Background: an optimization exercise with open tools, aiming at small area and a short achievable clock period. Do not read the settings as production practice.
The RTL was checked by simulation tests, not by an equivalence proof against the original design.
No activity file was given, so power comes from the tool's default toggle rates.

## design/flow/run.sh

```bash
#!/bin/bash
# synth_recipe.tcl (not shown) runs the flow's synth.tcl, then flattens the netlist and writes it again
# the make line also repeats each setting of config.mk as NAME=value (left out here)
make -C /OpenROAD-flow-scripts/flow DESIGN_CONFIG=/design/flow/config.mk WORK_HOME=/design/flow/orfs CLKGATE_MAP_FILE= SYNTH_SCRIPT=/design/flow/synth_recipe.tcl finish
```

## design/flow/constraint.sdc

```tcl
create_clock -name core_clock -period 4.0 [get_ports {lclk}]
set_input_delay 0.8000 -clock core_clock [delete_from_list [all_inputs] [get_ports {lclk}]]
set_output_delay 0.8000 -clock core_clock [all_outputs]
set_load 0.01 [all_outputs]
```

## design/flow/design.v

```verilog
package wdc_pkg;
  typedef logic [12-1:0] sample_t;
  typedef logic [48-1:0] ltc_t;
  typedef struct packed {
    sample_t thresh;
    logic    gt;
    logic    lt;
    logic    thresh_en;
    logic    link_en;
  } trig_conf_t;
  typedef struct packed {
    sample_t samp;
    logic    trig;
  } trig_word_t;
  typedef struct packed {
    logic chan;
    logic link;
    ltc_t ltc;
  } hdr_t;
  typedef struct packed {
    logic sop;
    logic eop;
    logic chan;
    logic link;
    ltc_t payload;
  } rd_word_t;
endpackage
`timescale 1ns/1ps
module wvb_fifo #(
  parameter int W  = 12,
  parameter int HW = 48 + 1
) (
  input  logic                    lclk,
  input  logic                    i_wr,
  input  logic [W-1:0]            i_din,
  input  logic                    i_hwe,
  input  logic [HW-1:0]           i_hdr,
  input  logic                    i_sel,
  input  logic [(4 + 12)-1:0] i_psel,
  output logic [W-1:0]            o_samp,
  output logic [HW-1:0]           o_hdr,
  output logic [3:0]              o_ph
);
  localparam int N = (4 + 12);
  logic [N*W-1:0] ring;
  logic [HW-1:0]  hdr;
  always_ff @(posedge lclk) begin
    ring <= {ring[(N-1)*W-1:0], i_wr ? i_din : ring[N*W-1 -: W]};
  end
  always_ff @(posedge lclk) begin
    if (i_hwe) begin
      hdr <= i_hdr;
    end
  end
  always_ff @(posedge lclk) begin
    if (i_hwe) begin
      o_ph <= 4'd1;
    end else begin
      o_ph <= o_ph + 1'b1;
    end
  end
  always_comb begin
    o_samp = '0;
    for (int j = 0; j < N; j++) begin
      o_samp = o_samp | ({W{i_psel[j]}} & ring[j*W +: W]);
    end
    o_samp = o_samp & {W{i_sel}};
  end
  assign o_hdr = hdr & {HW{i_sel}};
endmodule
`timescale 1ns/1ps
module thresh_trigger (
  input  logic                lclk,
  input  logic                lclk_rst,
  input  wdc_pkg::sample_t    i_samp,
  input  wdc_pkg::trig_conf_t i_conf,
  output wdc_pkg::trig_word_t o_word
);
  wdc_pkg::sample_t samp_q;
  logic trig_q;
  logic above;
  logic below;
  logic above_q;
  logic below_q;
  logic gt_cross;
  logic lt_cross;
  assign above = i_samp > i_conf.thresh;
  assign below = i_samp < i_conf.thresh;
  assign gt_cross = i_conf.gt && above && !above_q;
  assign lt_cross = i_conf.lt && below && !below_q;
  always_ff @(posedge lclk) begin
    samp_q <= i_samp;
  end
  always_ff @(posedge lclk) begin
    if (lclk_rst) begin
      trig_q  <= 1'b0;
      above_q <= 1'b1;
      below_q <= 1'b1;
    end else begin
      trig_q  <= i_conf.thresh_en && (gt_cross || lt_cross);
      above_q <= above;
      below_q <= below;
    end
  end
  assign o_word = {samp_q, trig_q};
endmodule
`timescale 1ns/1ps
module wvf_capture (
  input  logic                    lclk,
  input  logic                    lclk_rst,
  input  wdc_pkg::sample_t        i_samp,
  input  wdc_pkg::trig_conf_t     i_conf,
  input  logic                    i_other_trig,
  input  wdc_pkg::ltc_t           i_ltc,
  input  logic [3:0]              i_hdr_free,
  input  logic [3:0]              i_samp_free,
  input  logic [3:0]              i_sel,
  input  logic [(4 + 12)-1:0] i_psel,
  output logic                    o_trig,
  output logic                    o_hdr_empty,
  output logic [48:0]     o_hdr,
  output logic [3:0][3:0]         o_ph,
  output wdc_pkg::sample_t        o_samp,
  output logic                    o_overflow
);
  localparam int HW = 48 + 1;
  wdc_pkg::trig_word_t tw;
  wdc_pkg::sample_t d0, d1, d2, d3;
  logic busy;
  logic [3:0] cnt;
  logic [3:0] hdr_occ;
  logic [3:0] samp_occ;
  logic [3:0] ws;
  logic [3:0] hdr_occ_n;
  logic [3:0] samp_occ_n;
  logic hdr_any;
  logic start_req;
  logic room;
  logic start;
  logic [12-1:0] samp_s [4];
  logic [HW-1:0] hdr_s [4];
  thresh_trigger u_trig (
    .lclk     (lclk),
    .lclk_rst (lclk_rst),
    .i_samp   (i_samp),
    .i_conf   (i_conf),
    .o_word   (tw)
  );
  assign o_trig = tw.trig;
  always_ff @(posedge lclk) begin
    d0 <= tw.samp;
    d1 <= d0;
    d2 <= d1;
    d3 <= d2;
  end
  assign start_req = !busy && (tw.trig || (i_other_trig && i_conf.link_en));
  assign start = start_req && room;
  always_comb begin
    for (int s = 0; s < 4; s++) begin
      hdr_occ_n[s]  = (start && ws[s]) || (hdr_occ[s] && !i_hdr_free[s]);
      samp_occ_n[s] = (start && ws[s]) || (samp_occ[s] && !i_samp_free[s]);
    end
  end
  always_ff @(posedge lclk) begin
    if (lclk_rst) begin
      busy       <= 1'b0;
      o_overflow <= 1'b0;
      hdr_occ    <= '0;
      samp_occ   <= '0;
      room       <= 1'b1;
      hdr_any    <= 1'b0;
      ws         <= 4'b0001;
    end else begin
      if (start) begin
        busy <= 1'b1;
      end else if (busy && cnt == 4'd15) begin
        busy <= 1'b0;
        ws   <= {ws[2:0], ws[3]};
      end
      if (start_req && !room) begin
        o_overflow <= 1'b1;
      end
      hdr_occ  <= hdr_occ_n;
      samp_occ <= samp_occ_n;
      room     <= !(&hdr_occ_n) && !(&samp_occ_n);
      hdr_any  <= |hdr_occ_n;
    end
  end
  always_ff @(posedge lclk) begin
    if (start) begin
      cnt <= 4'd1;
    end else begin
      cnt <= cnt + 1'b1;
    end
  end
  for (genvar s = 0; s < 4; s++) begin : g_slot
    wvb_fifo u_slot (
      .lclk   (lclk),
      .i_wr   ((busy || room) && ws[s]),
      .i_din  (d3),
      .i_hwe  (!busy && room && ws[s]),
      .i_hdr  ({!tw.trig, i_ltc}),
      .i_sel  (i_sel[s]),
      .i_psel (i_psel),
      .o_samp (samp_s[s]),
      .o_hdr  (hdr_s[s]),
      .o_ph   (o_ph[s])
    );
  end
  assign o_samp = samp_s[0] | samp_s[1] | samp_s[2] | samp_s[3];
  assign o_hdr  = hdr_s[0] | hdr_s[1] | hdr_s[2] | hdr_s[3];
  assign o_hdr_empty = !hdr_any;
endmodule
`timescale 1ns/1ps
module wvb_readout (
  input  logic                    lclk,
  input  logic                    lclk_rst,
  input  logic                    i_rd_en,
  input  logic [1:0]              i_hdr_empty,
  input  logic [7:0][3:0]         i_ph,
  input  logic [48:0]     i_hdr,
  input  logic [1:0][12-1:0] i_samp,
  output logic [7:0]              o_hdr_free,
  output logic [7:0]              o_samp_free,
  output logic [7:0]              o_sel,
  output logic [(4 + 12)-1:0] o_psel,
  output logic                    o_rd_valid,
  output logic [48+3:0]   o_rd_word
);
  logic busy;
  logic [4:0] cnt;
  logic cur;
  logic last;
  logic pick;
  logic found;
  logic [3:0] rs [2];
  logic [3:0] ph;
  logic [3:0] ph_q;
  logic ev_link;
  logic [1:0][12-1:0] samp_q;
  always_comb begin
    found = 1'b1;
    if (!i_hdr_empty[!last]) begin
      pick = !last;
    end else begin
      pick  = last;
      found = !i_hdr_empty[last];
    end
  end
  always_comb begin
    ph = '0;
    for (int s = 0; s < 4; s++) begin
      ph = ph | (i_ph[pick*4 + s] & {4{rs[pick][s]}});
    end
  end
  assign o_sel = cur ? {rs[1], 4'b0} : {4'b0, rs[0]};
  assign o_hdr_free  = o_sel & {8{busy && cnt == 5'd0}};
  assign o_samp_free = o_sel & {8{busy && cnt == 5'd16}};
  always_ff @(posedge lclk) begin
    if (lclk_rst) begin
      busy       <= 1'b0;
      cur        <= 1'b0;
      last       <= 1'b1;
      rs[0]      <= 4'b0001;
      rs[1]      <= 4'b0001;
      o_rd_valid <= 1'b0;
    end else begin
      o_rd_valid <= busy;
      if (!busy) begin
        if (i_rd_en && found) begin
          busy     <= 1'b1;
          cur      <= pick;
          last     <= pick;
        end
      end else if (cnt == 5'd16) begin
        busy    <= 1'b0;
        rs[cur] <= {rs[cur][2:0], rs[cur][3]};
      end
    end
  end
  always_ff @(posedge lclk) begin
    if (!busy) begin
      cnt  <= '0;
      ph_q <= ph;
    end else begin
      cnt <= cnt + 1'b1;
    end
  end
  always_ff @(posedge lclk) begin
    o_psel <= (4 + 12)'(1) << (busy ? ph_q : ph);
  end
  always_ff @(posedge lclk) begin
    samp_q <= i_samp;
    o_rd_word[48+3] <= (cnt == '0);
    o_rd_word[48+2] <= (cnt == 5'd16);
    o_rd_word[48+1] <= cur;
    if (cnt == '0) begin
      ev_link <= i_hdr[48];
      o_rd_word[48:0] <= i_hdr;
    end else begin
      o_rd_word[48:0] <= {ev_link, {(48 - 12){1'b0}}, samp_q[0] | samp_q[1]};
    end
  end
endmodule
`timescale 1ns/1ps
module wdc_acq_top (
  input  logic                                  lclk,
  input  logic                                  lclk_rst,
  input  logic [2*12-1:0]  i_adc_samp,
  input  logic [2*16-1:0]             i_trig_conf,
  input  logic                                  i_rd_en,
  input  logic                                  i_ltc_set,
  input  logic [48-1:0]                 i_ltc_val,
  output logic                                  o_rd_valid,
  output logic [48+3:0]                 o_rd_word,
  output logic [2-1:0]                o_overflow
);
  localparam int HW = 48 + 1;
  wdc_pkg::ltc_t ltc;
  logic [1:0] trig;
  logic [1:0] hdr_empty;
  logic [7:0] hdr_free;
  logic [7:0] samp_free;
  logic [7:0] sel;
  logic [(4 + 12)-1:0] psel;
  logic [HW-1:0] hdr_c [2];
  logic [7:0][3:0] ph;
  wdc_pkg::sample_t samp_c [2];
  logic lo_max;
  logic mid_max;
  logic [15:0] inc_lo;
  logic [15:0] inc_mid;
  logic [15:0] inc_hi;
  wdc_pkg::ltc_t pre [5];
  always_comb begin
    pre[0] = ltc;
    for (int l = 0; l < 4; l++) begin
      for (int i = 0; i < 48; i++) begin
        if ((i >> l) & 1) begin
          pre[l+1][i] = pre[l][i] & pre[l][((i >> l) << l) - 1];
        end else begin
          pre[l+1][i] = pre[l][i];
        end
      end
    end
    inc_lo  = ltc[15:0]  ^ {pre[4][14:0], 1'b1};
    inc_mid = ltc[31:16] ^ {pre[4][30:16], 1'b1};
    inc_hi  = ltc[47:32] ^ {pre[4][46:32], 1'b1};
  end
  always_ff @(posedge lclk) begin
    if (lclk_rst) begin
      ltc     <= '0;
      lo_max  <= 1'b0;
      mid_max <= 1'b0;
    end else if (i_ltc_set) begin
      ltc     <= i_ltc_val;
      lo_max  <= &i_ltc_val[15:0];
      mid_max <= &i_ltc_val[31:16];
    end else begin
      ltc[15:0] <= inc_lo;
      lo_max    <= (ltc[15:0] == 16'hfffe);
      if (lo_max) begin
        ltc[31:16] <= inc_mid;
        mid_max    <= (ltc[31:16] == 16'hfffe);
      end
      if (lo_max && mid_max) begin
        ltc[47:32] <= inc_hi;
      end
    end
  end
  for (genvar c = 0; c < 2; c++) begin : g_chan
    wvf_capture u_capture (
      .lclk         (lclk),
      .lclk_rst     (lclk_rst),
      .i_samp       (i_adc_samp[c*12 +: 12]),
      .i_conf       (i_trig_conf[c*16 +: 16]),
      .i_other_trig (trig[1-c]),
      .i_ltc        (ltc),
      .i_hdr_free   (hdr_free[c*4 +: 4]),
      .i_samp_free  (samp_free[c*4 +: 4]),
      .i_sel        (sel[c*4 +: 4]),
      .i_psel       (psel),
      .o_trig       (trig[c]),
      .o_hdr_empty  (hdr_empty[c]),
      .o_hdr        (hdr_c[c]),
      .o_ph         (ph[c*4 +: 4]),
      .o_samp       (samp_c[c]),
      .o_overflow   (o_overflow[c])
    );
  end
  wvb_readout u_readout (
    .lclk        (lclk),
    .lclk_rst    (lclk_rst),
    .i_rd_en     (i_rd_en),
    .i_hdr_empty (hdr_empty),
    .i_ph        (ph),
    .i_hdr       (hdr_c[0] | hdr_c[1]),
    .i_samp      ({samp_c[1], samp_c[0]}),
    .o_hdr_free  (hdr_free),
    .o_samp_free (samp_free),
    .o_sel       (sel),
    .o_psel      (psel),
    .o_rd_valid  (o_rd_valid),
    .o_rd_word   (o_rd_word)
  );
endmodule
```

## design/flow/config.mk

```make
export PLATFORM = sky130hd
export DESIGN_NAME = wdc_acq_top
export DESIGN_NICKNAME = wdc_acq_top
export VERILOG_FILES = /design/flow/design.v
export SDC_FILE = /design/flow/constraint.sdc
export NUM_CORES = 4
export LEC_CHECK = 0
export CAP_MARGIN = 20
export CORE_MARGIN = 2
export CORE_UTILIZATION = 60
export CTS_BUF_LIST = sky130_fd_sc_hd__clkbuf_16
export CTS_CLUSTER_DIAMETER = 100
export CTS_CLUSTER_SIZE = 25
export SETUP_SLACK_MARGIN = 1.7
export SLEW_MARGIN = 20
```

==> results of run 1 <==
## kinds of logic after synthesis
| group | Yosys count | synth area share (%) |
|---|---|---|
| compound gates | 1219 | 14.6 |
| simple gates | 547 | 4.32 |
| buf+inv | 340 | 2.10 |
| flops | 2291 | 75.2 |
| mux | 129 | 2.13 |
| fa+ha+maj | 50 | 0.943 |
| xor+xnor | 55 | 0.726 |
## how the worst max path moves through the flow
stage / slack [ns] / end / start / cells after the start
6_report: 1.67 / g_chan[0].u_capture.g_slot[2].u_slot.hdr[22]$_DFFE_PP_ / g_chan[0].u_capture.room$_SDFF_PP1_ / 2
5_1_grt: 1.60 / g_chan[0].u_capture.g_slot[2].u_slot.hdr[22]$_DFFE_PP_ / g_chan[0].u_capture.room$_SDFF_PP1_ / 2
4_1_cts: 1.68 / g_chan[0].u_capture.g_slot[2].u_slot.hdr[22]$_DFFE_PP_ / g_chan[0].u_capture.room$_SDFF_PP1_ / 2
3_5_place_dp: 1.05 / g_chan[1].u_capture.u_trig.trig_q$_SDFF_PP0_ / i_trig_conf[27] / 7
3_3_place_gp: 1.07 / g_chan[1].u_capture.u_trig.trig_q$_SDFF_PP0_ / i_trig_conf[27] / 7
2_1_floorplan: 1.71 / g_chan[1].u_capture.u_trig.trig_q$_SDFF_PP0_ / i_trig_conf[27] / 6
## flip-flops by register name, indices dropped and copies added (netlist names), 4 cells and up, named ones only
signal	cells
g_chan.u_capture.g_slot.u_slot.hdr	392
g_chan.u_capture.d2	24
ltc	48
g_chan.u_capture.g_slot.u_slot.ring	1536
g_chan.u_capture.samp_occ	8
g_chan.u_capture.u_trig.samp_q	24
u_readout.o_rd_word	52
u_readout.o_psel	16
g_chan.u_capture.cnt	8
g_chan.u_capture.g_slot.u_slot.o_ph	32
u_readout.samp_q	24
g_chan.u_capture.d0	24
g_chan.u_capture.hdr_occ	8
g_chan.u_capture.d1	24
u_readout.ph_q	4
u_readout.rs	8
u_readout.cnt	5
g_chan.u_capture.d3	24
g_chan.u_capture.ws	8
## synth_stat cells, drive strengths merged, types with 8 or more instances
cell / n / share of area, %
edfxtp: 401 / 18
nand3: 139 / 1.1
xnor2: 30 / 0.40
ha: 50 / 0.94
inv: 55 / 0.31
nor2b: 25 / 0.24
a22o: 292 / 3.9
o21ai: 65 / 0.49
and2: 19 / 0.18
o21a: 8 / 0.091
a22oi: 437 / 4.9
mux2: 97 / 1.6
o31a: 12 / 0.16
mux2i: 32 / 0.48
nor3: 11 / 0.091
a221oi: 278 / 3.7
a21oi: 57 / 0.45
nand3b: 8 / 0.091
nand2: 41 / 0.23
nand4: 105 / 1.0
xor2: 25 / 0.33
a41oi: 40 / 0.53
clkbuf: 178 / 1.0
nand2b: 13 / 0.12
dfxtp: 1890 / 57
buf: 106 / 0.77
nor2: 147 / 0.83
and3: 9 / 0.085
nor4: 11 / 0.11
## report_power, final
group / leakage, nW / switching [W] / internal [W]
combinational: 6.33 / 0.00249 / 0.00133
sequential: 19.4 / 0.00132 / 0.0244
clock: 1.43 / 0.00679 / 0.00459
total: 27.2 / 0.0106 / 0.0303
## metal layers
metal  share of wire (%)  wire (µm)  vias up
li1                    -          -    17600
met1                  44      77200    19600
met2                  47      82100     1460
met3                 6.5      11300      259
met4                 2.6       4490        0
met5                   0          0        -
## per-stage QoR
stage / utilization (%) / power (W)
after floorplan: - / 0.0276
after global placement: 63.6 / 0.0298
after detailed placement: 63.6 / 0.0298
after CTS: 66.1 / 0.0408
after global routing: 66.3 / 0.0421
final: 66.3 / 0.0409
## worst max-delay path, cell delays in order (launching register included)
cell,delay (ns)
dfxtp_1,0.63
and3b_4,0.68
buf_4,0.56
## cell usage in the layout, fill, tap and decap left out, types with 101 or more instances in the layout
cell type,synthesis,layout
clkdlybuf4s50_1,0,105
nand4_1,103,103
a221oi_1,278,278
dfxtp_1,1890,1859
nor2_1,147,147
clkbuf_16,0,101
nand3_1,137,137
a22o_1,292,292
a22oi_1,437,437
edfxtp_1,401,401
## final cells by class
type / instances / share of cell area [%]
Antenna cell: 2 / 0.00690
Clock buffer: 101 / 3.49
Clock inverter: 33 / 0.245
Inverter: 56 / 0.309
Multi-Input combinational cell: 2007 / 21.0
Sequential cell: 2291 / 68.9
Tap cell: 1476 / 2.55
Timing Repair Buffer: 253 / 3.51
## what timing repair did
item / in CTS / in global routing
gates resized for setup: 74 / 8
setup buffers: 4 / 9
setup endpoints to repair: 255 / 157
cloned: 5 / 2
pin swaps: 4 / 0
==> results.toml, run 1 <==
[synth]
synth_seq_area_share_pct = 75.2
share_of_synthesized_flip_flops_with_an_asynchronous_set_or_reset_pct = 0
netlist_area_um2 = 66300
yosysWarnings = 11
synth_flop_cell = "dfxtp_1"
synth_cell_type_count = 66
syn_inst_count = 4631
synth-edff-count = 401
number_of_nets_produced_by_synthesis = 4789
number_of_storage_elements_in_the_synthesis_netlist = 2291
post_synth.cell_area_avg_um2 = 14.3

[drt]
route.vias.total = 38900
final_wl_um = 175000
ant_nets = 0
post-route-drc-count = 0
wl_per_cell_um = 28.2
drc_violation_total_after_the_first_tritonroute_iteration = 3647
drt_first_pass_iters = 5
viasPerCell = 6.25

[setup_path]
timing.rr.end = "g_chan[0].u_capture.g_slot[2].u_slot.hdr[22]$_DFFE_PP_"
rr_startpoint = "g_chan[0].u_capture.room$_SDFF_PP1_"
worst-path-max-fanout = 29
timing.reg2reg.worst_path_depth = 2
critical_path.endpoint_type = "flop"
reg2reg_setup_slack_ns = 1.67
worstPathArrival_ns = 2.68
path_class = "reg2reg"
worst_ep_required_time_ns = 4.35
worstSetupStartpointType = "flop"

[clocking]
tritoncts = "done"
cts-htree-levels = 3
cts_num_sinks = 2291
clk_root_buffer_cell = "clkbuf_16"
worst_skew_pair.late_latency_ns = 0.74
clockBufferDepth = 3
cts_buffers = 101
clk_transition_reported_paths_ns = 0.10
cts_hold_buffers = 0

[layout]
design.final.nets = 4868
post-route-cell-area_um2 = 72500
post_route_cells_drive_above_1_share_pct = 7.97
post_layout_nonfiller_instances = 6219
area_occupied_by_multi_input_gates_um2 = 15200
seq_area_um2 = 50000
flow.area_growth_from_synthesis_pct = 9.33
nFillCells = 8083

[floorplan]
die-area_um2 = 113000
io-pin-count = 163
placementRows = 121
chipHeight_um = 336
die_x_um = 336
initial_core_util_pct = 60.7
design.core.area_um2 = 109000

[place]
preCtsSetupSlack_ns = 1.05
placement.cell_area_um2 = 69500
gpl.final_weighted_congestion = 0.823
hpwlAfterDp_um = 96100
placed_cells = 6063
i_o_buffers = 162

[worst_hold_path]
worstHoldStart = "g_chan[1].u_capture.d1[4]$_DFF_P_"
worst_hold_path.num_cells = 0
hp-class = "reg2reg"
min_delay_worst_endpoint = "g_chan[1].u_capture.d2[4]$_DFF_P_"

[timing]
period_minus_slack_ns = 2.33
hold-worst-slack_ns = 0.326
maxSlewViolCount = 0
setup_slack_ns = 1.67
tightestPinTransition_ns = 0.965
layout_worst_path_cycle_share_pct = 58.2
final_hold_viol_count = 0
setup_total_negative_slack_ns = 0
setup-violations-final = 0
fmax_mhz = 429
unrepaired_setup_endpoints_after_global_routing = "true"
fin_skew_ns = 0.0334
timing.max_slew.rel_slack_pct = 35.7

[grt]
pin_count_of_the_biggest_net_entering_global_routing = 61
grt.total_usage_pct = 30.0
globalRoute.busiestLayer = "met2"
fraction_of_met3_tracks_used_by_global_routing_pct = 3.67
overflow = 0
grt_antenna_before_repair = 6
groute.layer.met1.usage_pct = 42.4
global_route.usage.met2_pct = 49.9
grt_first_pass_wirelength_um = 252000
grt_pass1_vias = 38500

[flow_run]
timing.max_cap.violations = 0

[power_and_ir_drop]
power.leakage_nw = 27.2
worst_case_vdd_ir_drop_v = 0.000501
power.density_nw_per_um2 = 564

[run_status]
outcome = "finished clean"
==> run 2, diff against run 1 <==
--- a/design/flow/config.mk
+++ b/design/flow/config.mk
@@ -11,5 +11,5 @@
 export CTS_BUF_LIST = sky130_fd_sc_hd__clkbuf_16
 export CTS_CLUSTER_DIAMETER = 100
 export CTS_CLUSTER_SIZE = 25
-export SETUP_SLACK_MARGIN = 1.7
+export SETUP_SLACK_MARGIN = 2.3
 export SLEW_MARGIN = 20
==> run 2 against run 1 <==
  * Still clean
  * Worst setup slack better by 0.27 ns
  * Power is 9.1% higher
  * Non-clock buffer count is 332 higher
  * Global-route usage is 5.6 points higher
  * Critical endpoint is now u_readout.o_rd_word[4]$_DFF_P_
==> results.toml, run 2 <==
[setup_path]
cpPeakStageDelay_ns = 0.62
critical_path.endpoint_type = "flop"
critPathSlowestCell = "or4b_4"
path_depth = 6
worst_ep_required_time_ns = 4.61
timing.reg2reg.worst_path_depth = 6
top_cell_family_by_delay_on_the_critical_path = "simple AND/OR/NAND/NOR gates"
worstSetupStartpointType = "flop"
critical_path.cell_chain = "inv_2 > ha_4 > or4b_4 > clkinv_16 > nand4_1 > o31a_1"
worstPathArrival_ns = 2.67
crit_buf_inv = 2
worst-path-max-fanout = 7
path_class = "reg2reg"

[clocking]
clk_transition_reported_paths_ns = 0.10
worst_skew_pair.late_latency_ns = 0.74
cts_hold_buffers = 0
cts_num_sinks = 2291
clockBufferDepth = 3
cts-htree-levels = 3
cts_buffers = 101
clk_root_buffer_cell = "clkbuf_16"
tritoncts = "done"

[floorplan]
design.core.area_um2 = 109000
io-pin-count = 163
die_x_um = 336
die-area_um2 = 113000
placementRows = 121
chipHeight_um = 336
initial_core_util_pct = 60.7

[layout]
top_regs = "g_chan.u_capture.g_slot.u_slot.ring x1536, g_chan.u_capture.g_slot.u_slot.hdr x392, u_readout.o_rd_word x52"
final_core_util_pct = 73.5
final_cell_mix = "dfxtp_1 (1782), a22oi_1 (415), edfxtp_1 (401)"
post_route_cells_drive_above_1_share_pct = 23.4
layout.cells.most_common = "dfxtp_1"
max_flop_register = "g_chan.u_capture.g_slot.u_slot.ring"
flow.area_growth_from_synthesis_pct = 21.1
largest_register_ff_count = 1536
design.final.nets = 5216

[synth]
synth.most_common_cell = "dfxtp_1"
post_synth.cell_area_avg_um2 = 14.3
share_of_synthesized_flip_flops_with_an_asynchronous_set_or_reset_pct = 0
yosys.area.top_type_share_pct = 57.1
synth_cell_type_count = 66
synthDominantAreaCellType = "dfxtp_1"
number_of_nets_produced_by_synthesis = 4789
syn_inst_count = 4631
netlist_area_um2 = 66300
yosysWarnings = 11
synth-edff-count = 401
leading_post_synthesis_cells_by_cell_area = "dfxtp_1 (57%), edfxtp_1 (18%), a22oi_1 (4.9%)"
netlist_top_cells_count = "dfxtp_1 (1890), a22oi_1 (437), edfxtp_1 (401)"
number_of_storage_elements_in_the_synthesis_netlist = 2291
synth_flop_cell = "dfxtp_1"
synth_seq_area_share_pct = 75.2

[drt]
final_wl_um = 207000
ant_nets = 0
viasPerCell = 6.43
route.vias.total = 42300
drt_first_pass_iters = 6
post-route-drc-count = 0
drc_violation_total_after_the_first_tritonroute_iteration = 4441
wl_per_cell_um = 31.5

[timing]
maxSlewViolCount = 0
timing.max_slew.rel_slack_pct = 43.3
setup_total_negative_slack_ns = 0
fmax_mhz = 487
setup-violations-final = 0
final_hold_viol_count = 0
unrepaired_setup_endpoints_after_global_routing = "true"
layout_worst_path_cycle_share_pct = 51.4
setup_slack_ns = 1.95
fin_skew_ns = 0.0240
tightestPinTransition_ns = 0.851
period_minus_slack_ns = 2.05

[power_and_ir_drop]
power.leakage_nw = 30.5
totalPowerFinal_w = 0.0446
worst_case_vdd_ir_drop_v = 0.000452
power.density_nw_per_um2 = 555

[flow_run]
timing.max_cap.violations = 0

[grt]
overflow = 0
grt_first_pass_wirelength_um = 291000
grt.total_usage_pct = 35.7
grt_pass1_vias = 41300
grt_antenna_before_repair = 7
pin_count_of_the_biggest_net_entering_global_routing = 90

[place]
hpwlAfterDp_um = 99700
i_o_buffers = 162
preCtsSetupSlack_ns = 1.15
gpl.final_weighted_congestion = 0.822

[worst_hold_path]
worst_hold_path.num_cells = 1
hp-class = "in2reg"

[run_status]
outcome = "finished clean"
run 2: cell counts after synthesis:
No cell type changed its count.
run 2: repair_timing:
action,4_1_cts,5_1_grt
gates resized for setup,829,252
buffers inserted,236,62
setup endpoints to repair,657,243
pin swaps,184,149
gates cloned,54,7
run 2: final timing paths:
kind	from	endpoint	slack, ns
setup / recovery	u_readout.cnt[0]$_SDFF_PN0_	u_readout.o_rd_word[4]$_DFF_P_	1.95
setup reg to reg	u_readout.cnt[0]$_SDFF_PN0_	u_readout.o_rd_word[4]$_DFF_P_	1.95
hold reg to reg	g_chan[1].u_capture.d0[9]$_DFF_P_	g_chan[1].u_capture.d1[9]$_DFF_P_	0.33
hold / removal	i_adc_samp[18]	g_chan[1].u_capture.u_trig.samp_q[6]$_DFF_P_	0.21
run 2: final cells by class:
| class | instances | area, µm² |
|---|---|---|
| diodes | 3 | 7.51 |
| clock buffers | 103 | 2580 |
| clock inverters | 35 | 221 |
| fillers | 7087 | 29000 |
| inverters | 56 | 282 |
| multi-input cells | 2015 | 17500 |
| flip-flops and latches | 2291 | 50100 |
| well taps | 1476 | 1850 |
| repair buffers | 585 | 7600 |
| repair inverters | 8 | 100 |
run 2: kinds of logic (layout without fill, tap and decap cells):
family | Yosys count | after routing | share of synthesized area (%)
buf+inv | 340 | 787 | 2.10
other cells | 0 | 3 | 0
mux | 129 | 129 | 2.13
simple gates | 547 | 562 | 4.32
compound gates | 1219 | 1219 | 14.6
flops | 2291 | 2291 | 75.2
fa+ha+maj | 50 | 50 | 0.943
xor+xnor | 55 | 55 | 0.726
run 2: per-layer routing:
layer,part of all wire [%],GRT usage [%]
met3,8.1,5.52
met1,41,48.9
met4,4.7,13.2
met5,0.028,0
met2,46,57.7
run 2: through the flow:
| stage | cells | hold slack (ns) | cell area, µm² |
|---|---|---|---|
| after global placement | 6072 | 0.310 | 69900 |
| after global routing | 6572 | 0.178 | 80300 |
| after detailed placement | 6072 | 0.312 | 69900 |
| after floorplan | 4631 | 0.310 | 66600 |
| after CTS | 6500 | 0.270 | 78400 |
| final | 6572 | 0.206 | 80300 |
run 2: power by group:
| group | switching [W] | total, W | internal, W |
|---|---|---|---|
| combinational | 0.00440 | 0.00770 | 0.00331 |
| sequential | 0.000885 | 0.0253 | 0.0244 |
| clock | 0.00695 | 0.0116 | 0.00469 |
| total | 0.0122 | 0.0446 | 0.0324 |
==> run 3, diff against run 2 <==
--- a/design/flow/config.mk
+++ b/design/flow/config.mk
@@ -7,9 +7,9 @@
 export LEC_CHECK = 0
 export CAP_MARGIN = 20
 export CORE_MARGIN = 2
-export CORE_UTILIZATION = 60
+export CORE_UTILIZATION = 70
 export CTS_BUF_LIST = sky130_fd_sc_hd__clkbuf_16
 export CTS_CLUSTER_DIAMETER = 100
 export CTS_CLUSTER_SIZE = 25
-export SETUP_SLACK_MARGIN = 2.3
+export SETUP_SLACK_MARGIN = 2.0
 export SLEW_MARGIN = 20
==> run 3 against run 2 <==
  * Still clean
  * Count of clock-buffer cells in the layout unchanged
  * Cell count down 7.0%
  * Maximum frequency decreased by 2.4%
  * Area after synthesis is the same
  * Non-clock buffer count shrank 220
  * Sequential share of layout area up 5.0 points
  * Combinational power fell by 32%
==> results.toml, run 3 <==
[setup_path]
critPathSlowestCell = "dfxtp_4"
critical_path.endpoint_type = "primary output"
worstPathArrival_ns = 1.30
crit_buf_inv = 1
worstSetupStartpointType = "flop"
top_cell_family_by_delay_on_the_critical_path = "flip-flops"
worst-path-max-fanout = 1
worst_ep_required_time_ns = 3.20
path_class = "reg2out"
cpPeakStageDelay_ns = 0.44
critical_path.cell_chain = "buf_6"
path_depth = 1
timing.reg2reg.worst_path_depth = 6

[clocking]
clk_root_buffer_cell = "clkbuf_16"
cts_hold_buffers = 0
clockBufferDepth = 3
cts-htree-levels = 3
worst_skew_pair.late_latency_ns = 0.73
cts_num_sinks = 2291
clk_transition_reported_paths_ns = 0.10
tritoncts = "done"
cts_buffers = 101

[floorplan]
io-pin-count = 163
chipHeight_um = 312
placementRows = 112
die-area_um2 = 97200
die_x_um = 312
initial_core_util_pct = 70.8
design.core.area_um2 = 93600

[drt]
post-route-drc-count = 0
drc_violation_total_after_the_first_tritonroute_iteration = 4818
viasPerCell = 6.72
ant_nets = 0
route.vias.total = 41100
drt_first_pass_iters = 6
wl_per_cell_um = 30.5
final_wl_um = 187000

[place]
gpl.final_weighted_congestion = 0.866
placement.cell_area_um2 = 69400
hpwlAfterDp_um = 97100
placed_cells = 5838
i_o_buffers = 162

[power_and_ir_drop]
worst_case_vdd_ir_drop_v = 0.000421
power.leakage_nw = 28.0
power.density_nw_per_um2 = 566

[layout]
post_layout_nonfiller_instances = 6113
post_route_cells_drive_above_1_share_pct = 13.1
top_regs = "g_chan.u_capture.g_slot.u_slot.ring x1536, g_chan.u_capture.g_slot.u_slot.hdr x392, u_readout.o_rd_word x52"
final_cell_mix = "dfxtp_1 (1814), a22oi_1 (432), edfxtp_1 (401)"
largest_register_ff_count = 1536
post-route-cell-area_um2 = 74200
layout.cells.most_common = "dfxtp_1"
design.final.nets = 4982
final_core_util_pct = 79.3
flow.area_growth_from_synthesis_pct = 11.9
max_flop_register = "g_chan.u_capture.g_slot.u_slot.ring"

[timing]
setup-violations-final = 0
layout_worst_path_cycle_share_pct = 52.6
period_minus_slack_ns = 2.10
tightestPinTransition_ns = 1.19
maxSlewViolCount = 0
final_hold_viol_count = 0
fin_skew_ns = 0.0323
setup_total_negative_slack_ns = 0
timing.max_slew.rel_slack_pct = 20.5
fmax_mhz = 475
unrepaired_setup_endpoints_after_global_routing = "true"

[synth]
yosysWarnings = 11
synth.most_common_cell = "dfxtp_1"
yosys.area.top_type_share_pct = 57.1
synth_cell_type_count = 66
synthDominantAreaCellType = "dfxtp_1"
synth_flop_cell = "dfxtp_1"
netlist_top_cells_count = "dfxtp_1 (1890), a22oi_1 (437), edfxtp_1 (401)"
synth-edff-count = 401
share_of_synthesized_flip_flops_with_an_asynchronous_set_or_reset_pct = 0
synth_seq_area_share_pct = 75.2
leading_post_synthesis_cells_by_cell_area = "dfxtp_1 (57%), edfxtp_1 (18%), a22oi_1 (4.9%)"
netlist_area_um2 = 66300
number_of_storage_elements_in_the_synthesis_netlist = 2291
syn_inst_count = 4631
post_synth.cell_area_avg_um2 = 14.3
number_of_nets_produced_by_synthesis = 4789

[flow_run]
timing.max_cap.violations = 0

[worst_hold_path]
worst_hold_path.num_cells = 1
hp-class = "in2reg"

[grt]
overflow = 0
grt_pass1_vias = 40800
grt_antenna_before_repair = 10
grt.total_usage_pct = 37.7
grt_first_pass_wirelength_um = 271000
pin_count_of_the_biggest_net_entering_global_routing = 62

[run_status]
outcome = "finished clean"
[run 3: cell counts after synthesis]
Identical to the previous run, type by type.
[run 3: power breakdown]
group | internal [W] | switching, W
Clock | 0.00467 | 0.00678
Sequential | 0.0244 | 0.000926
Combinational | 0.00184 | 0.00338
[run 3: layout make-up]
type                       count  area [µm²]
multi-input combinational   2005       15500
timing repair inverter         4        38.8
clock buffer                 103        2580
antenna                        1        2.50
inverter                      56         273
timing repair buffer         365        4010
clock inverter                34         170
tap                         1254        1570
fill                        5530       19400
sequential                  2291       50100
[run 3: logic make-up after synthesis]
group | Yosys count | share of synthesized area [%]
compound gates | 1219 | 14.6
xor+xnor | 55 | 0.726
fa+ha+maj | 50 | 0.943
buf+inv | 340 | 2.10
flops | 2291 | 75.2
mux | 129 | 2.13
simple gates | 547 | 4.32
[run 3: routing by layer]
layer	global-route usage [%]	wire, µm	vias to the layer above
met5	0	72	-
met4	17.0	8880	10
met3	6.57	19500	491
met2	59.4	85100	2294
met1	51.7	73000	20500
li1	-	-	17800
[run 3: final timing paths]
kind | slack [ns] | to | startpoint
max | 1.90 | o_rd_word[6] | u_readout.o_rd_word[6]$_DFF_P_
min | 0.29 | g_chan[1].u_capture.u_trig.samp_q[5]$_DFF_P_ | i_adc_samp[17]
max reg2reg | 1.99 | u_readout.samp_q[9]$_DFF_P_ | u_readout.o_psel[13]$_SDFF_PN0_
min reg2reg | 0.33 | g_chan[0].u_capture.d1[11]$_DFF_P_ | g_chan[0].u_capture.d0[11]$_DFF_P_
[run 3: timing repair]
item,CTS,global route
setup buffers,90,36
cloned,11,0
pin swaps,12,12
setup endpoints to repair,490,135
resized for setup,375,59
[run 3: through the flow]
stage	hold slack, ns	worst slack, ns	power (W)
floorplan	0.310	1.91	0.0276
global placement	0.310	1.20	0.0297
detailed placement	0.313	1.17	0.0297
CTS	0.328	1.70	0.0416
global route	0.291	1.88	0.0430
finish	0.292	1.90	0.0420
==> run 4, diff against run 3 <==
--- a/design/flow/config.mk
+++ b/design/flow/config.mk
@@ -7,7 +7,7 @@
 export LEC_CHECK = 0
 export CAP_MARGIN = 20
 export CORE_MARGIN = 2
-export CORE_UTILIZATION = 70
+export CORE_UTILIZATION = 80
 export CTS_BUF_LIST = sky130_fd_sc_hd__clkbuf_16
 export CTS_CLUSTER_DIAMETER = 100
 export CTS_CLUSTER_SIZE = 25
==> run 4 against run 3 <==
  * Core utilization grew 11 points
  * Count of clock-buffer cells in the layout increased by 1
  * Still clean
  * Largest power group unchanged
  * Synthesized cell count did not move
  * Sequential cell count did not move
  * Register-to-register slack worse by 0.33 ns
  * Worst hold slack lost 0.018 ns
  * Routed wire length up 14%
  * Worst setup slack lost 0.24 ns
  * Critical path depth increased by 5
  * Critical endpoint is now u_readout.samp_q[1]$_DFF_P_
  * Area after synthesis stayed put
  * Die area decreased by 12%
  * Largest cell class unchanged
==> results.toml, run 4 <==
[run_status]
outcome = "finished clean"

[setup_path]
worst_ep_required_time_ns = 4.60
critPathSlowestCell = "a221oi_1"
worstPathArrival_ns = 2.94
cpPeakStageDelay_ns = 0.59
path_class = "reg2reg"
critical_path.endpoint_type = "flop"
worst-path-max-fanout = 29
critical_path.cell_chain = "buf_12 > a22o_1 > a221oi_1 > nand4_1 > a22oi_1 > nand3_1"
worstSetupStartpointType = "flop"

[worst_hold_path]
hp-class = "in2reg"

[power_and_ir_drop]
worst_case_vdd_ir_drop_v = 0.000481
power.leakage_nw = 28.3
sw_frac_of_total_pct = 27.7
clockPowerShare_pct = 27.6
switching_power_w = 0.0118
totalPowerFinal_w = 0.0428
register_share_of_total_power_pct = 59.3
power.density_nw_per_um2 = 575
intPower_w = 0.0310
comb_power_share_pct = 13.1

[synth]
yosys.area.top_type_share_pct = 57.1
synth_cell_type_count = 66
number_of_nets_produced_by_synthesis = 4789
post_synth.cell_area_avg_um2 = 14.3
syn_inst_count = 4631
yosysWarnings = 11
share_of_synthesized_flip_flops_with_an_asynchronous_set_or_reset_pct = 0
leading_post_synthesis_cells_by_cell_area = "dfxtp_1 (57%), edfxtp_1 (18%), a22oi_1 (4.9%)"
synthDominantAreaCellType = "dfxtp_1"
netlist_top_cells_count = "dfxtp_1 (1890), a22oi_1 (437), edfxtp_1 (401)"
synth_flop_cell = "dfxtp_1"
synth.most_common_cell = "dfxtp_1"
netlist_area_um2 = 66300
synth-edff-count = 401
synth_seq_area_share_pct = 75.2
number_of_storage_elements_in_the_synthesis_netlist = 2291

[timing]
period_minus_slack_ns = 2.34
unrepaired_setup_endpoints_after_global_routing = "true"
final_hold_viol_count = 0
tightestPinTransition_ns = 1.07
fmax_mhz = 427
timing.max_slew.rel_slack_pct = 28.5
fin_skew_ns = 0.0407
maxSlewViolCount = 0
setup_total_negative_slack_ns = 0
setup-violations-final = 0
layout_worst_path_cycle_share_pct = 58.6

[grt]
grt.total_usage_pct = 46.3
grt_first_pass_wirelength_um = 289000
overflow = 0
pin_count_of_the_biggest_net_entering_global_routing = 59
grt_pass1_vias = 44400
grt_antenna_before_repair = 19

[clocking]
clk_transition_reported_paths_ns = 0.11
worst_skew_pair.late_latency_ns = 0.75
cts-htree-levels = 3
cts_num_sinks = 2291
tritoncts = "done"
cts_buffers = 101
clockBufferDepth = 3
clk_root_buffer_cell = "clkbuf_16"

[layout]
max_flop_register = "g_chan.u_capture.g_slot.u_slot.ring"
top_regs = "g_chan.u_capture.g_slot.u_slot.ring x1536, g_chan.u_capture.g_slot.u_slot.hdr x392, u_readout.o_rd_word x52"
post_route_cells_drive_above_1_share_pct = 14.8
design.final.nets = 5014
layout.cells.most_common = "dfxtp_1"
post-route-cell-area_um2 = 74500
final_cell_mix = "dfxtp_1 (1802), a22oi_1 (428), edfxtp_1 (401)"
flow.area_growth_from_synthesis_pct = 12.4
largest_register_ff_count = 1536

[drt]
final_wl_um = 213000
post-route-drc-count = 0
route.vias.total = 45300
drc_violation_total_after_the_first_tritonroute_iteration = 6915
wl_per_cell_um = 35.6
viasPerCell = 7.59
ant_nets = 0
drt_first_pass_iters = 6

[place]
hpwlAfterDp_um = 99300
placement.cell_area_um2 = 69200
gpl.final_weighted_congestion = 0.848
i_o_buffers = 162

[floorplan]
io-pin-count = 163
die-area_um2 = 85200
design.core.area_um2 = 82100
initial_core_util_pct = 80.8
chipHeight_um = 292
placementRows = 105
die_x_um = 292

[flow_run]
timing.max_cap.violations = 0
==> run 4: cell counts after synthesis <==
No cell type changed its count.
==> run 4: logic make-up (layout without fill, tap and decap cells) <==
| family | count (synthesis) | count (layout) | share of synthesized area [%] |
|---|---|---|---|
| DFF | 2291 | 2291 | 75.2 |
| AOI/OAI and AO/OA | 1219 | 1219 | 14.6 |
| and+or+nand+nor | 547 | 554 | 4.32 |
| buffers and inverters | 340 | 591 | 2.10 |
| muxes | 129 | 129 | 2.13 |
| xor gates and xnor gates | 55 | 55 | 0.726 |
| adders and majority gates | 50 | 50 | 0.943 |
| other | 0 | 16 | 0 |
==> run 4: per-layer routing <==
layer / wire [µm] / global-route usage, % / up-vias
li1: - / - / 17900
met1: 68800 / 57.6 / 21800
met2: 93800 / 71.4 / 4245
met3: 30500 / 12.6 / 1348
met4: 19300 / 31.7 / 25
met5: 261 / 0 / -
==> run 4: worst paths after layout <==
kind                                                startpoint                                      endpoint  slack [ns]  cells after the start
setup / recovery                u_readout.o_psel[8]$_SDFF_PN0_                   u_readout.samp_q[1]$_DFF_P_        1.66                      6
setup reg to reg                u_readout.o_psel[8]$_SDFF_PN0_                   u_readout.samp_q[1]$_DFF_P_        1.66                      6
hold reg to reg   g_chan[0].u_capture.u_trig.samp_q[2]$_DFF_P_             g_chan[0].u_capture.d0[2]$_DFF_P_        0.32                      0
hold / removal                                  i_adc_samp[13]  g_chan[1].u_capture.u_trig.samp_q[1]$_DFF_P_        0.27                      1
==> run 4: through the flow <==
stage               cells  hold slack [ns]  utilization, %  setup slack, ns
finish               5975            0.274            90.8             1.66
global route         5959            0.265            90.7             1.76
CTS                  5904            0.325            89.5             1.68
detailed placement   5672            0.312            84.3             1.17
global placement     5672            0.310            84.3             1.21
floorplan            4631            0.310               -             1.91
==> run 4: final cells by class <==
type                       instances  area [µm²]
multi-input combinational       2007       15800
antenna                           16        40.0
tap                             1070        1340
fill                            2828        7580
clock inverter                    32         209
clock buffer                     104        2600
timing repair buffer             394        4170
sequential                      2291       50100
timing repair inverter             5        46.3
inverter                          56         272
==> run 4: timing repair <==
item,4_1_cts,5_1_grt
cloned,12,0
setup buffers,84,55
pin swaps,15,25
endpoints found under the setup margin,481,445
resized for setup,393,114
hold buffers,0,0
==> run 4: critical path, delay by kind of cell, from the launching register on <==
| kind | cells | cell delay (ns) |
|---|---|---|
| flip-flops | 1 | 0.48 |
| AO/OA/AOI/OAI | 3 | 1.11 |
| AND/OR/NAND/NOR | 2 | 0.36 |
| buffers and inverters | 1 | 0.24 |
==> run 4: power groups by stage <==
stage / logic, W / clock network [W] / registers [W]
2_1_floorplan: 0.00237 / 0 / 0.0252
3_3_place_gp: 0.00329 / 0 / 0.0263
3_5_place_dp: 0.00337 / 0 / 0.0263
4_1_cts: 0.00482 / 0.0114 / 0.0253
5_1_grt: 0.00554 / 0.0124 / 0.0254
6_report: 0.00562 / 0.0118 / 0.0254
==> run 5, diff against run 4 <==
==> design/flow/flow/run.sh (new file) <==
#!/bin/bash
set -euo pipefail
export BUFFER_PORTS_ARGS="-buffer_cell sky130_fd_sc_hd__buf_1"
bash standard.sh > flow_make.log 2>&1
==> design/flow/standard.sh (new file) <==
#!/bin/bash
# synth_recipe.tcl (not shown) runs the flow's synth.tcl, then flattens the netlist and writes it again
# the make line also repeats each setting of config.mk as NAME=value (left out here)
make -C /OpenROAD-flow-scripts/flow DESIGN_CONFIG=/design/flow/config.mk WORK_HOME=/design/flow/orfs CLKGATE_MAP_FILE= SYNTH_SCRIPT=/design/flow/synth_recipe.tcl "${@:-finish}"
--- a/design/flow/config.mk
+++ b/design/flow/config.mk
@@ -7,7 +7,7 @@
 export LEC_CHECK = 0
 export CAP_MARGIN = 20
 export CORE_MARGIN = 2
-export CORE_UTILIZATION = 80
+export CORE_UTILIZATION = 70
 export CTS_BUF_LIST = sky130_fd_sc_hd__clkbuf_16
 export CTS_CLUSTER_DIAMETER = 100
 export CTS_CLUSTER_SIZE = 25
removed: design/flow/run.sh
==> run 5 against run 4 <==
  * Synthesized cell count unchanged
  * Highest routed layer unchanged
  * Via count decreased by 8.3%
  * Sequential power about the same
  * Still clean
  * Combinational power decreased by 4.8%
  * Clock skew decreased by 0.018 ns
  * Register-to-register slack improved by 0.34 ns
  * Sequential share of layout area increased by 0.71 points
  * Critical path depth decreased by 5
  * Clock power about the same
  * Final area decreased by 1.0%
  * Critical path type is now reg2out
  * Largest power group unchanged
  * Sequential cell count unchanged
  * Area after synthesis unchanged
==> results.toml, run 5 <==
[floorplan]
design.core.area_um2 = 93600
chipHeight_um = 312
placementRows = 112
die_x_um = 312
die-area_um2 = 97200
io-pin-count = 163
initial_core_util_pct = 70.8

[place]
i_o_buffers = 162
gpl.final_weighted_congestion = 0.847
hpwlAfterDp_um = 97700
placed_cells = 5845

[clocking]
cts_hold_buffers = 0
worst_skew_pair.late_latency_ns = 0.73
cts-htree-levels = 3
cts_num_sinks = 2291
clk_transition_reported_paths_ns = 0.09
clockBufferDepth = 3
cts_buffers = 101
tritoncts = "done"
clk_root_buffer_cell = "clkbuf_16"

[timing]
setup_total_negative_slack_ns = 0
period_minus_slack_ns = 2.09
tightestPinTransition_ns = 1.08
fin_skew_ns = 0.0228
final_hold_viol_count = 0
setup-violations-final = 0
fmax_mhz = 478
timing.max_slew.rel_slack_pct = 27.7
layout_worst_path_cycle_share_pct = 52.3
unrepaired_setup_endpoints_after_global_routing = "true"
maxSlewViolCount = 0

[layout]
layout.cells.most_common = "dfxtp_1"
post_route_cells_drive_above_1_share_pct = 13.5
design.final.nets = 4999
max_flop_register = "g_chan.u_capture.g_slot.u_slot.ring"
largest_register_ff_count = 1536
top_regs = "g_chan.u_capture.g_slot.u_slot.ring x1536, g_chan.u_capture.g_slot.u_slot.hdr x392, u_readout.o_rd_word x52"
flow.area_growth_from_synthesis_pct = 11.2
final_cell_mix = "dfxtp_1 (1809), a22oi_1 (432), edfxtp_1 (401)"
post_layout_nonfiller_instances = 6135

[synth]
synthDominantAreaCellType = "dfxtp_1"
yosysWarnings = 11
post_synth.cell_area_avg_um2 = 14.3
synth.most_common_cell = "dfxtp_1"
synth-edff-count = 401
leading_post_synthesis_cells_by_cell_area = "dfxtp_1 (57%), edfxtp_1 (18%), a22oi_1 (4.9%)"
share_of_synthesized_flip_flops_with_an_asynchronous_set_or_reset_pct = 0
number_of_nets_produced_by_synthesis = 4789
synth_seq_area_share_pct = 75.2
netlist_top_cells_count = "dfxtp_1 (1890), a22oi_1 (437), edfxtp_1 (401)"
synth_flop_cell = "dfxtp_1"
synth_cell_type_count = 66
number_of_storage_elements_in_the_synthesis_netlist = 2291
netlist_area_um2 = 66300
syn_inst_count = 4631
yosys.area.top_type_share_pct = 57.1

[grt]
grt.total_usage_pct = 38.2
grt_first_pass_wirelength_um = 273000
overflow = 0
pin_count_of_the_biggest_net_entering_global_routing = 61
grt_antenna_before_repair = 7
grt_pass1_vias = 40800

[setup_path]
crit_buf_inv = 1
cpPeakStageDelay_ns = 0.44
critical_path.cell_chain = "buf_6"
worst_ep_required_time_ns = 3.20
critical_path.endpoint_type = "primary output"
worst-path-max-fanout = 1
critPathSlowestCell = "dfxtp_4"
worstSetupStartpoint = "u_readout.o_rd_word[4]$_DFF_P_"
path_class = "reg2out"
rr_startpoint = "u_readout.rs[1][1]$_SDFFCE_PN0P_"
top_cell_family_by_delay_on_the_critical_path = "flip-flops"
worstSetupStartpointType = "flop"
worstPathArrival_ns = 1.29

[drt]
final_wl_um = 191000
wl_per_cell_um = 31.1
drc_violation_total_after_the_first_tritonroute_iteration = 5335
post-route-drc-count = 0
drt_first_pass_iters = 6
route.vias.total = 41600
ant_nets = 0
viasPerCell = 6.77

[power_and_ir_drop]
power.density_nw_per_um2 = 573
power.leakage_nw = 27.8
worst_case_vdd_ir_drop_v = 0.000533

[flow_run]
timing.max_cap.violations = 0

[worst_hold_path]
worstHoldStart = "i_adc_samp[22]"
hp-class = "in2reg"

[run_status]
outcome = "finished clean"
==> run 5: cell types whose count changed in the layout (fill, tap and decap cells not counted), sizes merged, moves of 3 or more <==
cell,previous run,this run
and2,23,27
buf,289,371
clkdlybuf4s50,97,0
diode,16,7
dlygate4sd2,5,0
inv,78,81
==> run 5: metal layers <==
layer  vias up  routed length, µm  GRT usage (%)
met5         -                 13              0
met2      2458              86000           60.1
met1     20800              74300           52.6
met3       520              20900           7.59
met4         2               9650           15.1
li1      17800                  -              -
==> run 5: through the flow <==
step	setup WS (ns)	total power [W]	hold WS [ns]	utilization, %	area (µm²)
after floorplan	1.91	0.0276	0.310	-	66500
after global placement	1.50	0.0297	0.310	73.1	68400
after detailed placement	1.46	0.0297	0.312	73.1	68400
after CTS	1.90	0.0417	0.182	78.0	73000
after global routing	1.88	0.0432	0.187	78.8	73700
final	1.91	0.0422	0.209	78.8	73800
==> run 5: layout make-up <==
class	count	area [µm²]
clock inverter	33	175
timing repair inverter	3	23.8
timing repair buffer	376	3510
clock buffer	103	2580
fill	5575	19900
tap	1254	1570
sequential	2291	50100
inverter	56	259
antenna	7	17.5
multi-input combinational	2012	15600
==> run 5: kinds of logic (layout without fill, tap and decap cells) <==
family | after synthesis | after routing | share of synthesized area (%)
adder cells (fa/ha/maj) | 50 | 50 | 0.943
XOR/XNOR | 55 | 55 | 0.726
other | 0 | 7 | 0
multiplexers | 129 | 129 | 2.13
AND/OR/NAND/NOR | 547 | 559 | 4.32
buffers and inverters | 340 | 571 | 2.10
flip-flops | 2291 | 2291 | 75.2
AO/OA/AOI/OAI | 1219 | 1219 | 14.6
==> run 5: worst paths after layout <==
path | to | slack, ns | cells past startpoint
max | o_rd_word[4] | 1.91 | 1
min | g_chan[1].u_capture.u_trig.samp_q[10]$_DFF_P_ | 0.21 | 1
max reg2reg | g_chan[1].u_capture.room$_SDFF_PP1_ | 2.00 | 6
min reg2reg | g_chan[0].u_capture.d1[11]$_DFF_P_ | 0.32 | 0
==> run 5: timing repair <==
item | in CTS | in global routing
endpoints found under the hold margin | 0 | 0
pin swaps | 6 | 18
buffers inserted | 85 | 44
gates resized for setup | 218 | 56
setup endpoints to repair | 440 | 213
gates cloned | 16 | 2
==> run 5: report_power, final <==
part / internal, W / switching, W
Combinational: 0.00183 / 0.00351
Clock: 0.00467 / 0.00683
Sequential: 0.0244 / 0.000995
Total: 0.0309 / 0.0113
==> run 6, diff against run 5 <==
--- a/design/flow/design.v
+++ b/design/flow/design.v
@@ -134,6 +134,11 @@
   logic [3:0] hdr_occ_n;
   logic [3:0] samp_occ_n;
   logic hdr_any;
+  logic busy_n;
+  logic room_n;
+  logic [3:0] ws_n;
+  logic [3:0] wr_q;
+  logic [3:0] hwe_q;
   logic start_req;
   logic room;
   logic start;
@@ -160,6 +165,15 @@
       hdr_occ_n[s]  = (start && ws[s]) || (hdr_occ[s] && !i_hdr_free[s]);
       samp_occ_n[s] = (start && ws[s]) || (samp_occ[s] && !i_samp_free[s]);
     end
+    busy_n = busy;
+    ws_n   = ws;
+    if (start) begin
+      busy_n = 1'b1;
+    end else if (busy && cnt == 4'd15) begin
+      busy_n = 1'b0;
+      ws_n   = {ws[2:0], ws[3]};
+    end
+    room_n = !(&hdr_occ_n) && !(&samp_occ_n);
   end
   always_ff @(posedge lclk) begin
     if (lclk_rst) begin
@@ -170,19 +184,19 @@
       room       <= 1'b1;
       hdr_any    <= 1'b0;
       ws         <= 4'b0001;
+      wr_q       <= 4'b0001;
+      hwe_q      <= 4'b0001;
     end else begin
-      if (start) begin
-        busy <= 1'b1;
-      end else if (busy && cnt == 4'd15) begin
-        busy <= 1'b0;
-        ws   <= {ws[2:0], ws[3]};
-      end
+      busy  <= busy_n;
+      ws    <= ws_n;
+      wr_q  <= ws_n & {4{busy_n || room_n}};
+      hwe_q <= ws_n & {4{!busy_n && room_n}};
       if (start_req && !room) begin
         o_overflow <= 1'b1;
       end
       hdr_occ  <= hdr_occ_n;
       samp_occ <= samp_occ_n;
-      room     <= !(&hdr_occ_n) && !(&samp_occ_n);
+      room     <= room_n;
       hdr_any  <= |hdr_occ_n;
     end
   end
@@ -196,9 +210,9 @@
   for (genvar s = 0; s < 4; s++) begin : g_slot
     wvb_fifo u_slot (
       .lclk   (lclk),
-      .i_wr   ((busy || room) && ws[s]),
+      .i_wr   (wr_q[s]),
       .i_din  (d3),
-      .i_hwe  (!busy && room && ws[s]),
+      .i_hwe  (hwe_q[s]),
       .i_hdr  ({!tw.trig, i_ltc}),
       .i_sel  (i_sel[s]),
       .i_psel (i_psel),
==> design/flow/run.sh (new file) <==
#!/bin/bash
# synth_recipe.tcl (not shown) runs the flow's synth.tcl, then flattens the netlist and writes it again
# the make line also repeats each setting of config.mk as NAME=value (left out here)
make -C /OpenROAD-flow-scripts/flow DESIGN_CONFIG=/design/flow/config.mk WORK_HOME=/design/flow/orfs CLKGATE_MAP_FILE= SYNTH_SCRIPT=/design/flow/synth_recipe.tcl finish
removed: design/flow/flow/run.sh
removed: design/flow/standard.sh
==> run 6 against run 5 <==
  * Count of clock-buffer cells in the layout decreased by 1
  * Worst hold slack improved by 0.063 ns
  * Still clean
  * Clock skew is 0.0036 ns higher
  * Sequential power is essentially flat
  * Worst setup slack gained 0.073 ns
  * Core utilization up 0.058 points
  * Non-clock buffer count fell by 4
  * Via count is 2.1% lower
  * Power fell by 2.0%
  * Maximum frequency increased by 3.6%
  * Clock power hardly changed
  * Routed wire length decreased by 5.5%
  * Critical path type unchanged
==> results.toml, run 6 <==
[grt]
globalRoute.busiestLayer = "met2"
pin_count_of_the_biggest_net_entering_global_routing = 62
grt.total_usage_pct = 35.9
grt_pass1_vias = 40500
overflow = 0
global_route.usage.met2_pct = 57.0
grt_first_pass_wirelength_um = 260000
groute.layer.met1.usage_pct = 49.6
grt_antenna_before_repair = 10
fraction_of_met3_tracks_used_by_global_routing_pct = 5.93

[place]
gpl.final_weighted_congestion = 0.822
hpwlAfterDp_um = 93700
i_o_buffers = 162
placed_cells = 5867
preCtsSetupSlack_ns = 0.982

[drt]
drt_first_pass_iters = 6
route.vias.total = 40700
ant_nets = 0
post-route-drc-count = 0
final_wl_um = 180000
viasPerCell = 6.64
wl_per_cell_um = 29.5
drc_violation_total_after_the_first_tritonroute_iteration = 4669

[synth]
synthDominantAreaCellType = "dfxtp_1"
synth_seq_area_share_pct = 75.5
yosysWarnings = 11
yosys.area.top_type_share_pct = 57.4
synth_cell_type_count = 58
leading_post_synthesis_cells_by_cell_area = "dfxtp_1 (57%), edfxtp_1 (18%), a22oi_1 (4.6%)"
netlist_top_cells_count = "dfxtp_1 (1906), a22oi_1 (412), edfxtp_1 (401)"
synth_flop_cell = "dfxtp_1"
netlist_area_um2 = 66500
synth.most_common_cell = "dfxtp_1"
number_of_storage_elements_in_the_synthesis_netlist = 2307
post_synth.cell_area_avg_um2 = 14.4
synth-edff-count = 401
share_of_synthesized_flip_flops_with_an_asynchronous_set_or_reset_pct = 0
syn_inst_count = 4623
number_of_nets_produced_by_synthesis = 4781

[floorplan]
initial_core_util_pct = 70.3
design.core.area_um2 = 94600
die_x_um = 312
die-area_um2 = 97500
chipHeight_um = 312
placementRows = 113
io-pin-count = 163

[timing]
timing.max_slew.rel_slack_pct = 26.1
tightestPinTransition_ns = 1.11
maxSlewViolCount = 0
setup_slack_ns = 1.98
period_minus_slack_ns = 2.02
setup-violations-final = 0
final_hold_viol_count = 0
fmax_mhz = 495
setup_total_negative_slack_ns = 0
fin_skew_ns = 0.0264
unrepaired_setup_endpoints_after_global_routing = "true"
layout_worst_path_cycle_share_pct = 50.5

[layout]
post_layout_nonfiller_instances = 6127
largest_register_ff_count = 1536
layout.cells.most_common = "dfxtp_1"
nFillCells = 5491
post_route_cells_drive_above_1_share_pct = 14.0
max_flop_register = "g_chan.u_capture.g_slot.u_slot.ring"
top_regs = "g_chan.u_capture.g_slot.u_slot.ring x1536, g_chan.u_capture.g_slot.u_slot.hdr x392, u_readout.o_rd_word x52"
final_cell_mix = "dfxtp_1 (1818), a22oi_1 (404), edfxtp_1 (401)"
final_core_util_pct = 78.9
design.final.nets = 4982
flow.area_growth_from_synthesis_pct = 12.1

[setup_path]
path_depth = 1
worst-path-max-fanout = 1
top_cell_family_by_delay_on_the_critical_path = "flip-flops"
path_class = "reg2out"
critPathSlowestCell = "dfxtp_4"
critical_path.cell_chain = "buf_6"
worstPathArrival_ns = 1.22
worst_ep_required_time_ns = 3.20
reg2reg_setup_slack_ns = 2.00
critical_path.endpoint_type = "primary output"
cpPeakStageDelay_ns = 0.40
timing.reg2reg.worst_path_depth = 4
crit_buf_inv = 1
worstSetupStartpointType = "flop"

[clocking]
tritoncts = "done"
clockBufferDepth = 3
cts_buffers = 102
cts_num_sinks = 2307
cts-htree-levels = 3
worst_skew_pair.late_latency_ns = 0.72
cts_hold_buffers = 0
clk_transition_reported_paths_ns = 0.09
clk_root_buffer_cell = "clkbuf_16"

[power_and_ir_drop]
worst_case_vdd_ir_drop_v = 0.000565
power.leakage_nw = 28.2
power.density_nw_per_um2 = 555

[run_status]
outcome = "finished clean"

[flow_run]
timing.max_cap.violations = 0

[worst_hold_path]
hp-class = "in2reg"
worst_hold_path.num_cells = 1
-- run 6: cell types whose count changed after synthesis, moves of 11 or more --
cell      before   now
buf_2         63    28
a22oi_1      437   412
a221oi_1     278   298
inv_1         55    36
clkbuf_1     178   196
nand2b_1      13    30
dfxtp_1     1890  1906
buf_1         36    49
nor2_1       147   134
nand4_1      103    92
-- run 6: path summary, 6_finish.rpt --
path	startpoint	to
hold reg to reg	g_chan[0].u_capture.d1[2]$_DFF_P_	g_chan[0].u_capture.d2[2]$_DFF_P_
hold / removal	i_adc_samp[5]	g_chan[0].u_capture.u_trig.samp_q[5]$_DFF_P_
setup / recovery	u_readout.o_rd_word[10]$_DFF_P_	o_rd_word[10]
setup reg to reg	u_readout.cur$_SDFFE_PP0P_	u_readout.o_rd_word[43]$_SDFF_PN0_
-- run 6: final cells by class --
cell class | instances | area, µm² | share of cell area [%]
tap | 1265 | 1580 | 2.12
clock buffer | 102 | 2550 | 3.42
timing repair buffer | 372 | 4020 | 5.39
antenna | 6 | 15.0 | 0.0201
sequential | 2307 | 50400 | 67.6
inverter | 38 | 180 | 0.242
multi-input combinational | 2003 | 15600 | 21.0
clock inverter | 34 | 186 | 0.250
-- run 6: logic make-up (layout without fill, tap and decap cells) --
| logic type | Yosys count | count (layout) | synth area share (%) |
|---|---|---|---|
| fa+ha+maj | 50 | 50 | 0.940 |
| xor+xnor | 56 | 56 | 0.737 |
| mux | 129 | 129 | 2.13 |
| flops | 2307 | 2307 | 75.5 |
| other cells | 0 | 6 | 0 |
| simple gates | 544 | 548 | 4.27 |
| compound gates | 1220 | 1220 | 14.6 |
| buf+inv | 317 | 546 | 1.89 |
-- run 6: what timing repair did --
action                     in CTS  in global routing
setup buffers                  63                 51
setup endpoints to repair     180                116
pin swaps                       9                 13
resized for setup             363                 98
cloned                          3                  1
-- run 6: power by group --
group	total (W)	internal, W	switching [W]
sequential	0.0254	0.0245	0.000828
clock	0.0115	0.00464	0.00683
combinational	0.00455	0.00165	0.00290
total	0.0414	0.0308	0.0106
-- run 6: routing by layer --
metal	routed length [µm]	part of all wire [%]	up-vias
met4	8970	5.0	6
met5	35	0.019	-
li1	-	-	17800
met2	82600	46	2121
met1	72100	40	20300
met3	16800	9.3	439
-- run 6: metrics by stage --
stage	power (W)	instance area, µm²	hold WS [ns]
3_3_place_gp	0.0293	69800	0.310
2_1_floorplan	0.0274	66700	0.310
4_1_cts	0.0409	73700	0.333
3_5_place_dp	0.0293	69800	0.312
5_1_grt	0.0424	74600	0.258
6_report	0.0414	74600	0.272
==> run 7, diff against run 6 <==
--- a/design/flow/config.mk
+++ b/design/flow/config.mk
@@ -11,5 +11,5 @@
 export CTS_BUF_LIST = sky130_fd_sc_hd__clkbuf_16
 export CTS_CLUSTER_DIAMETER = 100
 export CTS_CLUSTER_SIZE = 25
-export SETUP_SLACK_MARGIN = 2.0
+export SETUP_SLACK_MARGIN = 2.15
 export SLEW_MARGIN = 20
==> run 7 against run 6 <==
  * Critical path depth stayed put
  * Area after synthesis stayed put
  * Combinational power is 16% higher
  * Largest cell class unchanged
  * Count of clock-buffer cells in the layout is 1 higher
  * Sequential power hardly changed
  * Final area is 2.9% higher
  * Global-route usage is 0.88 points higher
  * Still clean on timing, DRC and antenna
  * Register-to-register slack better by 0.03 ns
  * Critical path type unchanged
  * Routed wire length is 4.3% higher
  * Via count is 1.3% higher
==> results.toml, run 7 <==
[timing]
period_minus_slack_ns = 2.02
setup_slack_ns = 1.98
setup-violations-final = 0
final_hold_viol_count = 0
maxSlewViolCount = 0
hold-worst-slack_ns = 0.245
setup_total_negative_slack_ns = 0
layout_worst_path_cycle_share_pct = 50.5

[floorplan]
die_x_um = 312

[synth]
netlist_area_um2 = 66500
netlist_top_cells_count = "dfxtp_1 (1906), a22oi_1 (412), edfxtp_1 (401)"
share_of_synthesized_flip_flops_with_an_asynchronous_set_or_reset_pct = 0
synth_seq_area_share_pct = 75.5
synthDominantAreaCellType = "dfxtp_1"
synth-edff-count = 401
yosys.area.top_type_share_pct = 57.4
synth.most_common_cell = "dfxtp_1"
leading_post_synthesis_cells_by_cell_area = "dfxtp_1 (57%), edfxtp_1 (18%), a22oi_1 (4.6%)"
post_synth.cell_area_avg_um2 = 14.4

[layout]
nFillCells = 5222
top_regs = "g_chan.u_capture.g_slot.u_slot.ring x1536, g_chan.u_capture.g_slot.u_slot.hdr x392, u_readout.o_rd_word x52"
largest_register_ff_count = 1536
layout.cells.most_common = "dfxtp_1"
post_route_cells_drive_above_1_share_pct = 18.5

[clocking]
clockBufferDepth = 3
clk_transition_reported_paths_ns = 0.10
cts-htree-levels = 3
clk_root_buffer_cell = "clkbuf_16"
cts_hold_buffers = 0
cts_buffers = 102
worst_skew_pair.late_latency_ns = 0.72

[place]
placed_cells = 5858
hpwlAfterDp_um = 94400

[drt]
post-route-drc-count = 0
route.vias.total = 41200
ant_nets = 0

[power_and_ir_drop]
power.leakage_nw = 29.1

[setup_path]
critical_path.endpoint_type = "primary output"
path_depth = 1
rr_startpoint = "u_readout.o_psel[10]$_SDFF_PN0_"
worstPathArrival_ns = 1.22
top_cell_family_by_delay_on_the_critical_path = "flip-flops"
reg2reg_setup_slack_ns = 2.03
worst-path-max-fanout = 1
critPathSlowestCell = "dfxtp_4"
worst_ep_required_time_ns = 3.20

[flow_run]
timing.max_cap.violations = 0

[grt]
fraction_of_met3_tracks_used_by_global_routing_pct = 7.27

[run_status]
outcome = "finished clean"
[run 7: per-layer routing]
layer	up-vias	routed length, µm
met4	6	8820
li1	17900	-
met5	-	42
met2	2202	86300
met3	492	18300
met1	20600	74700
[run 7: what timing repair did]
item / in CTS / in global routing
pin swaps: 27 / 101
buffers inserted: 115 / 54
setup endpoints to repair: 225 / 176
gates cloned: 7 / 7
gates resized for setup: 460 / 308
hold endpoints to repair: 0 / 0
[run 7: power by group]
| part | internal, W | switching (W) |
|---|---|---|
| logic | 0.00206 | 0.00325 |
| registers | 0.0245 | 0.000852 |
| clock network | 0.00468 | 0.00688 |
| total | 0.0313 | 0.0110 |
[run 7: per-stage QoR]
| stage | utilization, % | total power [W] | area [µm²] |
|---|---|---|---|
| 3_5_place_dp | 73.9 | 0.0294 | 69900 |
| 2_1_floorplan | - | 0.0275 | 66700 |
| 3_3_place_gp | 73.9 | 0.0293 | 69900 |
| 6_report | 81.1 | 0.0422 | 76700 |
| 5_1_grt | 81.1 | 0.0432 | 76700 |
| 4_1_cts | 79.1 | 0.0415 | 74800 |
[run 7: cell type report]
class                      count  area, µm²  area share [%]
sequential                  2307      50400            65.7
tap                         1265       1580            2.06
timing repair buffer         427       5120            6.68
multi-input combinational   2004      16600            21.7
clock buffer                 103       2580            3.36
inverter                      38        176           0.230
antenna                        3       7.51         0.00978
clock inverter                34        179           0.233
[run 7: worst min path at each step]
| stage | from | endpoint | slack (ns) | depth (start not counted) |
|---|---|---|---|---|
| after floorplan | g_chan[0].u_capture.u_trig.samp_q[0]$_DFF_P_ | g_chan[0].u_capture.d0[0]$_DFF_P_ | 0.31 | 0 |
| after global placement | g_chan[1].u_capture.u_trig.samp_q[5]$_DFF_P_ | g_chan[1].u_capture.d0[5]$_DFF_P_ | 0.31 | 0 |
| after detailed placement | g_chan[0].u_capture.d0[0]$_DFF_P_ | g_chan[0].u_capture.d1[0]$_DFF_P_ | 0.31 | 0 |
| after CTS | g_chan[1].u_capture.d1[5]$_DFF_P_ | g_chan[1].u_capture.d2[5]$_DFF_P_ | 0.33 | 0 |
| after global routing | i_adc_samp[16] | g_chan[1].u_capture.u_trig.samp_q[4]$_DFF_P_ | 0.25 | 1 |
| final | i_adc_samp[16] | g_chan[1].u_capture.u_trig.samp_q[4]$_DFF_P_ | 0.24 | 1 |
[run 7: logic make-up (layout without fill, tap and decap cells)]
| kind of cell | Yosys count | in the layout | synth area share [%] |
|---|---|---|---|
| multiplexers | 129 | 129 | 2.13 |
| AO/OA/AOI/OAI | 1220 | 1220 | 14.6 |
| buffers and inverters | 317 | 602 | 1.89 |
| XOR/XNOR | 56 | 56 | 0.737 |
| flip-flops | 2307 | 2307 | 75.5 |
| other | 0 | 3 | 0 |
| AND/OR/NAND/NOR | 544 | 549 | 4.27 |
| adder cells (fa/ha/maj) | 50 | 50 | 0.940 |
